From an optimization exercise on the open Yosys and OpenROAD flow, aimed at a short achievable clock period and few clock cycles; shortcuts taken in it are not production practice. At most, simulation tests tie the RTL to the original design; equivalence was not proved. Power figures rest on the tool's default switching activity, not on a simulated workload.

==> v24 <==
==> flow/design.v <==
module multicycle_datapath #(
    parameter int               WIDTH    = 32,
    parameter int               NREGS    = 32,
    parameter logic [WIDTH-1:0] RESET_PC = '0
) (
    input  logic             CLK,
    input  logic             reset,
    output logic             mem_req,
    output logic             mem_we,
    output logic [WIDTH-1:0] mem_addr,
    output logic [WIDTH-1:0] mem_wdata,
    input  logic [WIDTH-1:0] mem_rdata,
    input  logic             mem_ready,
    output logic [WIDTH-1:0] pc,
    output logic             retire,
    output logic             illegal
);
    localparam int RB = $clog2(NREGS);
    localparam logic [5:0] OP_RTYPE = 6'h00, OP_J = 6'h02, OP_BEQ = 6'h04,
                           OP_ADDI  = 6'h08, OP_LW = 6'h23, OP_SW = 6'h2B;
    localparam logic [5:0] FN_ADD = 6'h20, FN_SUB = 6'h22, FN_AND = 6'h24,
                           FN_OR  = 6'h25, FN_SLT = 6'h2A;
    function automatic logic [WIDTH-1:0] ks_add(input logic [WIDTH-1:0] a,
                                                input logic [WIDTH-1:0] b,
                                                input logic             cin);
        logic [WIDTH-1:0] g, p, gg, pp;
        g  = a & b;
        p  = a ^ b;
        gg = g;
        pp = p;
        gg[0] = g[0] | (p[0] & cin);
        for (int d = 1; d < WIDTH; d = d * 2) begin
            for (int i = WIDTH - 1; i >= d; i--) begin
                gg[i] = gg[i] | (pp[i] & gg[i-d]);
                pp[i] = pp[i] & pp[i-d];
            end
        end
        ks_add = p ^ {gg[WIDTH-2:0], cin};
    endfunction
    logic             started_reg;   
    logic             req_reg, we_reg, dph_reg;
    logic [WIDTH-1:0] addr_reg, wdata_reg;
    logic             retire_reg, illegal_reg;
    logic             r_valid;
    logic             h_pending;         
    logic [WIDTH-1:0] r_pc4;
    logic [NREGS-1:0] r_srs, r_srt;     
    logic [RB-1:0]    r_rs, r_rt, r_wd;
    logic [15:0]      r_imm;
    logic             r_beq, r_lw, r_sw, r_addi, r_sub, r_and, r_or, r_slt, r_walu, r_wlw;
    logic             x_valid;
    logic [WIDTH-1:0] x_pc4, x_tgt, x_a, x_as, x_b, x_opb, x_imm;
    logic [RB-1:0]    x_wd;
    logic             x_beq, x_mem, x_sw, x_sub, x_and, x_or, x_slt, x_walu, x_wlw;
    logic             x_byp_a, x_byp_b;    
    logic             w_valid;
    logic [WIDTH-1:0] w_res;
    logic [RB-1:0]    w_wd;
    logic [WIDTH-1:0] rf_reg [NREGS];
    logic [5:0]       f_op, f_fn;
    logic [RB-1:0]    f_rs, f_rt, f_rd;
    logic             f_rtype, f_addi, f_lw, f_sw, f_beq, f_j, f_legal;
    logic [WIDTH-1:0] fa4, j_tgt;
    logic             f_hold;
    assign f_op    = mem_rdata[31:26];
    assign f_fn    = mem_rdata[5:0];
    assign f_rs    = mem_rdata[21 +: RB];
    assign f_rt    = mem_rdata[16 +: RB];
    assign f_rd    = mem_rdata[11 +: RB];
    assign f_rtype = (f_op == OP_RTYPE) &&
                     ((f_fn == FN_ADD) || (f_fn == FN_SUB) || (f_fn == FN_AND) ||
                      (f_fn == FN_OR)  || (f_fn == FN_SLT));
    assign f_addi  = (f_op == OP_ADDI);
    assign f_lw    = (f_op == OP_LW);
    assign f_sw    = (f_op == OP_SW);
    assign f_beq   = (f_op == OP_BEQ);
    assign f_j     = (f_op == OP_J);
    assign f_legal = f_rtype || f_addi || f_lw || f_sw || f_beq || f_j;
    assign fa4     = addr_reg + WIDTH'(4);
    assign f_hold  = r_valid && r_walu &&
                     ((f_rtype || f_addi || f_lw || f_sw) && (f_rs == r_wd) ||
                      f_rtype && (f_rt == r_wd));
    generate
        if (WIDTH > 28) begin : g_jump_wide
            assign j_tgt = {fa4[WIDTH-1:28], mem_rdata[25:0], 2'b00};
        end else begin : g_jump_narrow
            logic [27:0] jump_low;
            assign jump_low = {mem_rdata[25:0], 2'b00};
            assign j_tgt    = jump_low[WIDTH-1:0];
        end
    endgenerate
    logic [WIDTH-1:0] ea, eb, s, sum, alu_res, daddr;
    logic             lt, eq;
    assign ea    = x_byp_a ? w_res : x_a;
    assign eb    = x_byp_b ? w_res : x_b;
    assign s     = ks_add(x_as, x_opb, 1'b0);
    assign sum   = s ^ {WIDTH{x_sub}};
    assign lt    = (x_a[WIDTH-1] ^ x_b[WIDTH-1]) ? x_a[WIDTH-1] : sum[WIDTH-1];
    assign daddr = ks_add(x_a, x_imm, 1'b0);
    assign eq    = (ea == eb);
    always_comb begin
        if (x_and)      alu_res = x_a & x_opb;
        else if (x_or)  alu_res = x_a | x_opb;
        else if (x_slt) alu_res = WIDTH'(lt);
        else            alu_res = sum;
    end
    logic             byp_a, byp_b, fwd_a, fwd_b;
    logic [WIDTH-1:0] rs_val, rt_val, rd_a, rd_b;
    always_comb begin
        rd_a = '0;
        rd_b = '0;
        for (int i = 1; i < NREGS; i++) begin
            rd_a = rd_a | ({WIDTH{r_srs[i]}} & rf_reg[i]);
            rd_b = rd_b | ({WIDTH{r_srt[i]}} & rf_reg[i]);
        end
    end
    assign byp_a  = x_valid && x_walu && (r_rs == x_wd);
    assign byp_b  = x_valid && x_walu && (r_rt == x_wd);
    assign fwd_a  = w_valid && (r_rs == w_wd);
    assign fwd_b  = w_valid && (r_rt == w_wd);
    assign rs_val = fwd_a ? w_res : rd_a;
    assign rt_val = fwd_b ? w_res : rd_b;
    logic fetch_hs, data_hs;
    assign fetch_hs  = req_reg && !dph_reg && mem_ready;
    assign data_hs   = dph_reg && mem_ready;
    assign mem_req   = req_reg;
    assign mem_we    = we_reg;
    assign mem_addr  = addr_reg;
    assign mem_wdata = wdata_reg;
    assign retire    = retire_reg;
    assign illegal   = illegal_reg;
    assign pc        = r_pc4;
    always_ff @(posedge CLK or negedge reset) begin
        if (!reset) begin
            started_reg <= 1'b0;
            req_reg     <= 1'b0;
            we_reg      <= 1'b0;
            dph_reg     <= 1'b0;
            addr_reg    <= RESET_PC;
            wdata_reg   <= '0;
            retire_reg  <= 1'b0;
            illegal_reg <= 1'b0;
            r_valid     <= 1'b0;
            h_pending   <= 1'b0;
            r_pc4       <= '0;
            r_srs       <= '0;
            r_srt       <= '0;
            r_rs        <= '0;
            r_rt        <= '0;
            r_wd        <= '0;
            r_imm       <= '0;
            r_beq       <= 1'b0;
            r_lw        <= 1'b0;
            r_sw        <= 1'b0;
            r_addi      <= 1'b0;
            r_sub       <= 1'b0;
            r_and       <= 1'b0;
            r_or        <= 1'b0;
            r_slt       <= 1'b0;
            r_walu      <= 1'b0;
            r_wlw       <= 1'b0;
            x_valid     <= 1'b0;
            x_pc4       <= '0;
            x_tgt       <= '0;
            x_a         <= '0;
            x_as        <= '0;
            x_b         <= '0;
            x_opb       <= '0;
            x_imm       <= '0;
            x_wd        <= '0;
            x_beq       <= 1'b0;
            x_mem       <= 1'b0;
            x_sw        <= 1'b0;
            x_sub       <= 1'b0;
            x_and       <= 1'b0;
            x_or        <= 1'b0;
            x_slt       <= 1'b0;
            x_walu      <= 1'b0;
            x_wlw       <= 1'b0;
            x_byp_a     <= 1'b0;
            x_byp_b     <= 1'b0;
            w_valid     <= 1'b0;
            w_res       <= '0;
            w_wd        <= '0;
        end else begin
            started_reg <= 1'b1;
            if (!started_reg) req_reg <= 1'b1;
            r_valid     <= (fetch_hs && !f_hold) || h_pending;
            h_pending   <= fetch_hs && f_hold;
            if (h_pending && !r_beq && !r_lw && !r_sw) begin
                req_reg  <= 1'b1;
                addr_reg <= r_pc4;
            end
            retire_reg  <= fetch_hs && f_legal;
            illegal_reg <= fetch_hs && !f_legal;
            if (fetch_hs) begin
                r_pc4  <= fa4;
                r_srs  <= NREGS'(1) << f_rs;
                r_srt  <= NREGS'(1) << f_rt;
                r_rs   <= f_rs;
                r_rt   <= f_rt;
                r_wd   <= f_rtype ? f_rd : f_rt;
                r_imm  <= mem_rdata[15:0];
                r_beq  <= f_beq;
                r_lw   <= f_lw;
                r_sw   <= f_sw;
                r_addi <= f_addi;
                r_sub  <= f_rtype && ((f_fn == FN_SUB) || (f_fn == FN_SLT));
                r_and  <= f_rtype && (f_fn == FN_AND);
                r_or   <= f_rtype && (f_fn == FN_OR);
                r_slt  <= f_rtype && (f_fn == FN_SLT);
                r_walu <= (f_rtype && (f_rd != '0)) || (f_addi && (f_rt != '0));
                r_wlw  <= f_lw && (f_rt != '0);
                if (f_beq || f_lw || f_sw || f_hold) begin
                    req_reg <= 1'b0;
                end else begin
                    addr_reg <= f_j ? j_tgt : fa4;
                end
            end
            x_valid <= r_valid;
            if (r_valid) begin
                x_pc4  <= r_pc4;
                x_tgt  <= ks_add(r_pc4, WIDTH'($signed({r_imm, 2'b00})), 1'b0);
                x_a    <= rs_val;
                x_as   <= r_sub ? ~rs_val : rs_val;
                x_b    <= rt_val;
                x_opb  <= r_addi ? WIDTH'($signed(r_imm)) : rt_val;
                x_imm  <= WIDTH'($signed(r_imm));
                x_wd   <= r_wd;
                x_beq  <= r_beq;
                x_mem  <= r_lw || r_sw;
                x_sw   <= r_sw;
                x_sub  <= r_sub;
                x_and  <= r_and;
                x_or   <= r_or;
                x_slt  <= r_slt;
                x_walu <= r_walu;
                x_wlw  <= r_wlw;
                x_byp_a <= byp_a;
                x_byp_b <= byp_b;
            end
            w_valid <= x_valid && x_walu;
            if (x_valid && x_walu) begin
                w_res <= alu_res;
                w_wd  <= x_wd;
            end
            if (x_valid && x_beq) begin
                req_reg  <= 1'b1;
                addr_reg <= eq ? x_tgt : x_pc4;
            end
            if (x_valid && x_mem) begin
                req_reg   <= 1'b1;
                dph_reg   <= 1'b1;
                we_reg    <= x_sw;
                addr_reg  <= daddr;
                wdata_reg <= eb;
            end
            if (data_hs) begin
                dph_reg  <= 1'b0;
                we_reg   <= 1'b0;
                addr_reg <= x_pc4;
            end
        end
    end
    logic             wr_en;
    logic [WIDTH-1:0] wr_data;
    logic [RB-1:0]    wr_idx;
    assign wr_en   = w_valid || (data_hs && x_wlw);
    assign wr_idx  = dph_reg ? x_wd : w_wd;
    assign wr_data = dph_reg ? mem_rdata : w_res;
    always_ff @(posedge CLK or negedge reset) begin
        if (!reset) begin
            for (int i = 0; i < NREGS; i++) rf_reg[i] <= '0;
        end else if (wr_en) begin
            rf_reg[wr_idx] <= wr_data;
        end
    end
endmodule
==> flow/run.sh <==
#!/bin/bash
# synth_recipe.tcl (not shown) runs the flow's synth.tcl, then flattens the netlist and writes it again
# the make line also repeats each setting of config.mk as NAME=value (left out here)
make -C /OpenROAD-flow-scripts/flow DESIGN_CONFIG=/design/flow/config.mk WORK_HOME=/design/flow/orfs CLKGATE_MAP_FILE= SYNTH_SCRIPT=/design/flow/synth_recipe.tcl finish
==> flow/config.mk <==
export PLATFORM = sky130hd
export DESIGN_NAME = multicycle_datapath
export DESIGN_NICKNAME = multicycle_datapath
export VERILOG_FILES = /design/flow/design.v
export SDC_FILE = /design/flow/constraint.sdc
export NUM_CORES = 4
export LEC_CHECK = 0
export ABC_CLOCK_PERIOD_IN_PS = 100
export CAP_MARGIN = 20
export CORE_MARGIN = 2
export CORE_UTILIZATION = 40
export SETUP_SLACK_MARGIN = 4
export SLEW_MARGIN = 20
==> flow/constraint.sdc <==
create_clock -name core_clock -period 7.0 [get_ports {CLK}]
set_input_delay 1.4000 -clock core_clock [delete_from_list [all_inputs] [get_ports {CLK}]]
set_output_delay 1.4000 -clock core_clock [all_outputs]
set_load 0.01 [all_outputs]
==> v5 (differences from v24) <==
==> flow/design.v, changed modules only <==
module multicycle_datapath #(
    parameter int               WIDTH    = 32,
    parameter int               NREGS    = 32,
    parameter logic [WIDTH-1:0] RESET_PC = '0
) (
    input  logic             CLK,
    input  logic             reset,
    output logic             mem_req,
    output logic             mem_we,
    output logic [WIDTH-1:0] mem_addr,
    output logic [WIDTH-1:0] mem_wdata,
    input  logic [WIDTH-1:0] mem_rdata,
    input  logic             mem_ready,
    output logic [WIDTH-1:0] pc,
    output logic             retire,
    output logic             illegal
);
    localparam int RB = $clog2(NREGS);
    localparam logic [5:0] OP_RTYPE = 6'h00, OP_J = 6'h02, OP_BEQ = 6'h04,
                           OP_ADDI  = 6'h08, OP_LW = 6'h23, OP_SW = 6'h2B;
    localparam logic [5:0] FN_ADD = 6'h20, FN_SUB = 6'h22, FN_AND = 6'h24,
                           FN_OR  = 6'h25, FN_SLT = 6'h2A;
    function automatic logic [WIDTH-1:0] ks_add(input logic [WIDTH-1:0] a,
                                                input logic [WIDTH-1:0] b,
                                                input logic             cin);
        logic [WIDTH-1:0] g, p, gg, pp;
        g  = a & b;
        p  = a ^ b;
        gg = g;
        pp = p;
        gg[0] = g[0] | (p[0] & cin);
        for (int d = 1; d < WIDTH; d = d * 2) begin
            for (int i = WIDTH - 1; i >= d; i--) begin
                gg[i] = gg[i] | (pp[i] & gg[i-d]);
                pp[i] = pp[i] & pp[i-d];
            end
        end
        ks_add = p ^ {gg[WIDTH-2:0], cin};
    endfunction
    logic             started_reg;   
    logic             req_reg, we_reg, dph_reg;
    logic [WIDTH-1:0] addr_reg, wdata_reg;
    logic             retire_reg, illegal_reg;
    logic             r_valid;
    logic [WIDTH-1:0] r_pc4;
    logic [NREGS-1:0] r_srs, r_srt;     
    logic [RB-1:0]    r_rs, r_rt, r_wd;
    logic [15:0]      r_imm;
    logic             r_beq, r_lw, r_sw, r_addi, r_sub, r_and, r_or, r_slt, r_walu, r_wlw;
    logic             x_valid;
    logic [WIDTH-1:0] x_pc4, x_tgt, x_a, x_b, x_opb, x_imm;
    logic [RB-1:0]    x_wd;
    logic             x_beq, x_mem, x_sw, x_sub, x_and, x_or, x_slt, x_walu, x_wlw;
    logic [WIDTH-1:0] rf_reg [NREGS];
    logic [5:0]       f_op, f_fn;
    logic [RB-1:0]    f_rs, f_rt, f_rd;
    logic             f_rtype, f_addi, f_lw, f_sw, f_beq, f_j, f_legal;
    logic [WIDTH-1:0] fa4, j_tgt;
    assign f_op    = mem_rdata[31:26];
    assign f_fn    = mem_rdata[5:0];
    assign f_rs    = mem_rdata[21 +: RB];
    assign f_rt    = mem_rdata[16 +: RB];
    assign f_rd    = mem_rdata[11 +: RB];
    assign f_rtype = (f_op == OP_RTYPE) &&
                     ((f_fn == FN_ADD) || (f_fn == FN_SUB) || (f_fn == FN_AND) ||
                      (f_fn == FN_OR)  || (f_fn == FN_SLT));
    assign f_addi  = (f_op == OP_ADDI);
    assign f_lw    = (f_op == OP_LW);
    assign f_sw    = (f_op == OP_SW);
    assign f_beq   = (f_op == OP_BEQ);
    assign f_j     = (f_op == OP_J);
    assign f_legal = f_rtype || f_addi || f_lw || f_sw || f_beq || f_j;
    assign fa4     = addr_reg + WIDTH'(4);
    generate
        if (WIDTH > 28) begin : g_jump_wide
            assign j_tgt = {fa4[WIDTH-1:28], mem_rdata[25:0], 2'b00};
        end else begin : g_jump_narrow
            logic [27:0] jump_low;
            assign jump_low = {mem_rdata[25:0], 2'b00};
            assign j_tgt    = jump_low[WIDTH-1:0];
        end
    endgenerate
    logic [WIDTH-1:0] sum, alu_res, daddr;
    logic             lt, eq;
    assign sum   = ks_add(x_a, x_opb, x_sub);
    assign lt    = (x_a[WIDTH-1] ^ x_b[WIDTH-1]) ? x_a[WIDTH-1] : sum[WIDTH-1];
    assign daddr = ks_add(x_a, x_imm, 1'b0);
    assign eq    = (x_a == x_b);
    always_comb begin
        if (x_and)      alu_res = x_a & x_opb;
        else if (x_or)  alu_res = x_a | x_opb;
        else if (x_slt) alu_res = WIDTH'(lt);
        else            alu_res = sum;
    end
    logic             fwd_a, fwd_b;
    logic [WIDTH-1:0] rs_val, rt_val, rd_a, rd_b;
    always_comb begin
        rd_a = '0;
        rd_b = '0;
        for (int i = 1; i < NREGS; i++) begin
            rd_a = rd_a | ({WIDTH{r_srs[i]}} & rf_reg[i]);
            rd_b = rd_b | ({WIDTH{r_srt[i]}} & rf_reg[i]);
        end
    end
    assign fwd_a  = x_valid && x_walu && (r_rs == x_wd);
    assign fwd_b  = x_valid && x_walu && (r_rt == x_wd);
    assign rs_val = fwd_a ? alu_res : rd_a;
    assign rt_val = fwd_b ? alu_res : rd_b;
    logic fetch_hs, data_hs;
    assign fetch_hs  = req_reg && !dph_reg && mem_ready;
    assign data_hs   = dph_reg && mem_ready;
    assign mem_req   = req_reg;
    assign mem_we    = we_reg;
    assign mem_addr  = addr_reg;
    assign mem_wdata = wdata_reg;
    assign retire    = retire_reg;
    assign illegal   = illegal_reg;
    assign pc        = r_pc4;
    always_ff @(posedge CLK or negedge reset) begin
        if (!reset) begin
            started_reg <= 1'b0;
            req_reg     <= 1'b0;
            we_reg      <= 1'b0;
            dph_reg     <= 1'b0;
            addr_reg    <= RESET_PC;
            wdata_reg   <= '0;
            retire_reg  <= 1'b0;
            illegal_reg <= 1'b0;
            r_valid     <= 1'b0;
            r_pc4       <= '0;
            r_srs       <= '0;
            r_srt       <= '0;
            r_rs        <= '0;
            r_rt        <= '0;
            r_wd        <= '0;
            r_imm       <= '0;
            r_beq       <= 1'b0;
            r_lw        <= 1'b0;
            r_sw        <= 1'b0;
            r_addi      <= 1'b0;
            r_sub       <= 1'b0;
            r_and       <= 1'b0;
            r_or        <= 1'b0;
            r_slt       <= 1'b0;
            r_walu      <= 1'b0;
            r_wlw       <= 1'b0;
            x_valid     <= 1'b0;
            x_pc4       <= '0;
            x_tgt       <= '0;
            x_a         <= '0;
            x_b         <= '0;
            x_opb       <= '0;
            x_imm       <= '0;
            x_wd        <= '0;
            x_beq       <= 1'b0;
            x_mem       <= 1'b0;
            x_sw        <= 1'b0;
            x_sub       <= 1'b0;
            x_and       <= 1'b0;
            x_or        <= 1'b0;
            x_slt       <= 1'b0;
            x_walu      <= 1'b0;
            x_wlw       <= 1'b0;
        end else begin
            started_reg <= 1'b1;
            if (!started_reg) req_reg <= 1'b1;
            r_valid     <= fetch_hs;
            retire_reg  <= fetch_hs && f_legal;
            illegal_reg <= fetch_hs && !f_legal;
            if (fetch_hs) begin
                r_pc4  <= fa4;
                r_srs  <= NREGS'(1) << f_rs;
                r_srt  <= NREGS'(1) << f_rt;
                r_rs   <= f_rs;
                r_rt   <= f_rt;
                r_wd   <= f_rtype ? f_rd : f_rt;
                r_imm  <= mem_rdata[15:0];
                r_beq  <= f_beq;
                r_lw   <= f_lw;
                r_sw   <= f_sw;
                r_addi <= f_addi;
                r_sub  <= f_rtype && ((f_fn == FN_SUB) || (f_fn == FN_SLT));
                r_and  <= f_rtype && (f_fn == FN_AND);
                r_or   <= f_rtype && (f_fn == FN_OR);
                r_slt  <= f_rtype && (f_fn == FN_SLT);
                r_walu <= (f_rtype && (f_rd != '0)) || (f_addi && (f_rt != '0));
                r_wlw  <= f_lw && (f_rt != '0);
                if (f_beq || f_lw || f_sw) begin
                    req_reg <= 1'b0;
                end else begin
                    addr_reg <= f_j ? j_tgt : fa4;
                end
            end
            x_valid <= r_valid;
            if (r_valid) begin
                x_pc4  <= r_pc4;
                x_tgt  <= ks_add(r_pc4, WIDTH'($signed({r_imm, 2'b00})), 1'b0);
                x_a    <= rs_val;
                x_b    <= rt_val;
                x_opb  <= r_addi ? WIDTH'($signed(r_imm)) : (r_sub ? ~rt_val : rt_val);
                x_imm  <= WIDTH'($signed(r_imm));
                x_wd   <= r_wd;
                x_beq  <= r_beq;
                x_mem  <= r_lw || r_sw;
                x_sw   <= r_sw;
                x_sub  <= r_sub;
                x_and  <= r_and;
                x_or   <= r_or;
                x_slt  <= r_slt;
                x_walu <= r_walu;
                x_wlw  <= r_wlw;
            end
            if (x_valid && x_beq) begin
                req_reg  <= 1'b1;
                addr_reg <= eq ? x_tgt : x_pc4;
            end
            if (x_valid && x_mem) begin
                req_reg   <= 1'b1;
                dph_reg   <= 1'b1;
                we_reg    <= x_sw;
                addr_reg  <= daddr;
                wdata_reg <= x_b;
            end
            if (data_hs) begin
                dph_reg  <= 1'b0;
                we_reg   <= 1'b0;
                addr_reg <= x_pc4;
            end
        end
    end
    logic             wr_en;
    logic [WIDTH-1:0] wr_data;
    assign wr_en   = (x_valid && x_walu) || (data_hs && x_wlw);
    assign wr_data = dph_reg ? mem_rdata : alu_res;
    always_ff @(posedge CLK or negedge reset) begin
        if (!reset) begin
            for (int i = 0; i < NREGS; i++) rf_reg[i] <= '0;
        end else if (wr_en) begin
            rf_reg[x_wd] <= wr_data;
        end
    end
endmodule
- ABC_CLOCK_PERIOD_IN_PS: 100 -> not set
- SETUP_SLACK_MARGIN: 4 -> not set
==> v4 (differences from v24) <==
--- a/flow/design.v
+++ b/flow/design.v
@@ -99,9 +99,11 @@
     assign daddr = ks_add(x_a, x_imm, 1'b0);
     assign eq    = (ea == eb);
+    logic [WIDTH-1:0] lres;
+    logic             x_arith;
+    assign x_arith = !(x_and || x_or || x_slt);
+    assign lres    = ({WIDTH{x_and}} & (x_a & x_opb)) | ({WIDTH{x_or}} & (x_a | x_opb));
     always_comb begin
-        if (x_and)      alu_res = x_a & x_opb;
-        else if (x_or)  alu_res = x_a | x_opb;
-        else if (x_slt) alu_res = WIDTH'(lt);
-        else            alu_res = sum;
+        alu_res    = ({WIDTH{x_arith}} & sum) | lres;
+        alu_res[0] = (x_arith & sum[0]) | (x_slt & lt) | lres[0];
     end
     logic             byp_a, byp_b, fwd_a, fwd_b;
@@ -219,30 +221,28 @@
             end
             x_valid <= r_valid;
+            x_tgt   <= ks_add(r_pc4, WIDTH'($signed({r_imm, 2'b00})), 1'b0);
+            x_a     <= rs_val;
+            x_as    <= r_sub ? ~rs_val : rs_val;
+            x_b     <= rt_val;
+            x_opb   <= r_addi ? WIDTH'($signed(r_imm)) : rt_val;
+            x_imm   <= WIDTH'($signed(r_imm));
+            x_sub   <= r_sub;
+            x_and   <= r_and;
+            x_or    <= r_or;
+            x_slt   <= r_slt;
+            x_byp_a <= byp_a;
+            x_byp_b <= byp_b;
             if (r_valid) begin
                 x_pc4  <= r_pc4;
-                x_tgt  <= ks_add(r_pc4, WIDTH'($signed({r_imm, 2'b00})), 1'b0);
-                x_a    <= rs_val;
-                x_as   <= r_sub ? ~rs_val : rs_val;
-                x_b    <= rt_val;
-                x_opb  <= r_addi ? WIDTH'($signed(r_imm)) : rt_val;
-                x_imm  <= WIDTH'($signed(r_imm));
                 x_wd   <= r_wd;
                 x_beq  <= r_beq;
                 x_mem  <= r_lw || r_sw;
                 x_sw   <= r_sw;
-                x_sub  <= r_sub;
-                x_and  <= r_and;
-                x_or   <= r_or;
-                x_slt  <= r_slt;
                 x_walu <= r_walu;
                 x_wlw  <= r_wlw;
-                x_byp_a <= byp_a;
-                x_byp_b <= byp_b;
             end
             w_valid <= x_valid && x_walu;
-            if (x_valid && x_walu) begin
-                w_res <= alu_res;
-                w_wd  <= x_wd;
-            end
+            w_res   <= alu_res;
+            if (x_valid && x_walu) w_wd <= x_wd;
             if (x_valid && x_beq) begin
                 req_reg  <= 1'b1;
- SETUP_SLACK_MARGIN: 4 -> 4.5
==> comparison <==
v5 ran to the end with no violations. v24 ran to the end with no violations. v4 went through all stages and came out clean. Of v24 and v4, v4 has the higher sequential cell count (gap 2). Global-route usage: v5 < v24 < v4. Cell count: v24 > v4 > v5. The lowest synthesized area belongs to v5, the highest to v24. Setup slack: v4 > v24 > v5. The lowest combinational power belongs to v24, the highest to v4.
==> figures <==
Post-DP HPWL: v24 208,000 µm; v4 199,000 µm; v5 204,000 µm
Total power density per cell area: v24 365 nW/µm²; v4 404 nW/µm²; v5 426 nW/µm²
Max Clk Rate: v24 303 MHz; v4 328 MHz; v5 203 MHz
Number of cells in the design after placement: v24 9,903; v4 9,477; v5 9,352
Vias in the first global route: v24 66,600; v4 65,800; v5 61,600
Run status: v24 finished clean; v4 finished clean; v5 finished clean
Buffer count excluding the clock tree in the final layout: v24 548; v4 830; v5 334
Normalized max-slew margin: v24 0.228; v4 0.305; v5 0.0476
Worst min-delay path startpoint: v24 -; v4 r_slt$_DFFE_PN0P_; v5 wdata_reg[9]$_DFFE_PN0P_
Routing usage on met2: v24 0.516; v4 0.551; v5 0.531
Cell row count: v24 157; v4 154; v5 152
Antenna diode count: v24 24; v4 21; v5 22
Cells on worst reg2reg path: v24 14; v4 12; v5 13
Pre-CTS setup slack: v24 1.93 ns; v4 1.94 ns; v5 1.91 ns
Testbench counts of v24, summed over its fixed seeds: cycles 37,289.
Testbench counts of v4, summed over its fixed seeds: cycles 37,289.
The RTL of v5 was laid out without a check of its function.

port drivers added, routing unchanged:
How much do the figures lean on ideal ports? The routed layouts below were timed once more, with nothing changed but the port constraints.
Step 1, drivers: a clkbuf_16 drives CLK and a buf_2 each remaining input, both assumed.
Step 2 times the ports against the registers' clock, not the clock port: input delays grow and output delays shrink by t, the midpoint of the rising clock arrivals with the driver on.
Slacks: no drivers / after step 1 / after step 2; pairs: no drivers / after step 1.
run	t (ns)	slack for setup (ns)	hold slack, ns	worst setup path at the end	worst slew at a driven data input, ns
v24	0.914	3.696 / 3.696 / 2.916	0.464 / 0.474 / 0.474	input to register	0.13
v5	0.920	2.069 / 2.069 / 1.838	0.476 / 0.476 / 0.476	input to register	0.13
v4	0.958	3.947 / 3.947 / 3.114	0.396 / 0.396 / 0.396	input to register	0.08
After both steps every run listed still meets setup and hold. For v4, which loses most, drivers alone change the setup slack by 0.000 ns; drivers and shift together by -0.833 ns.
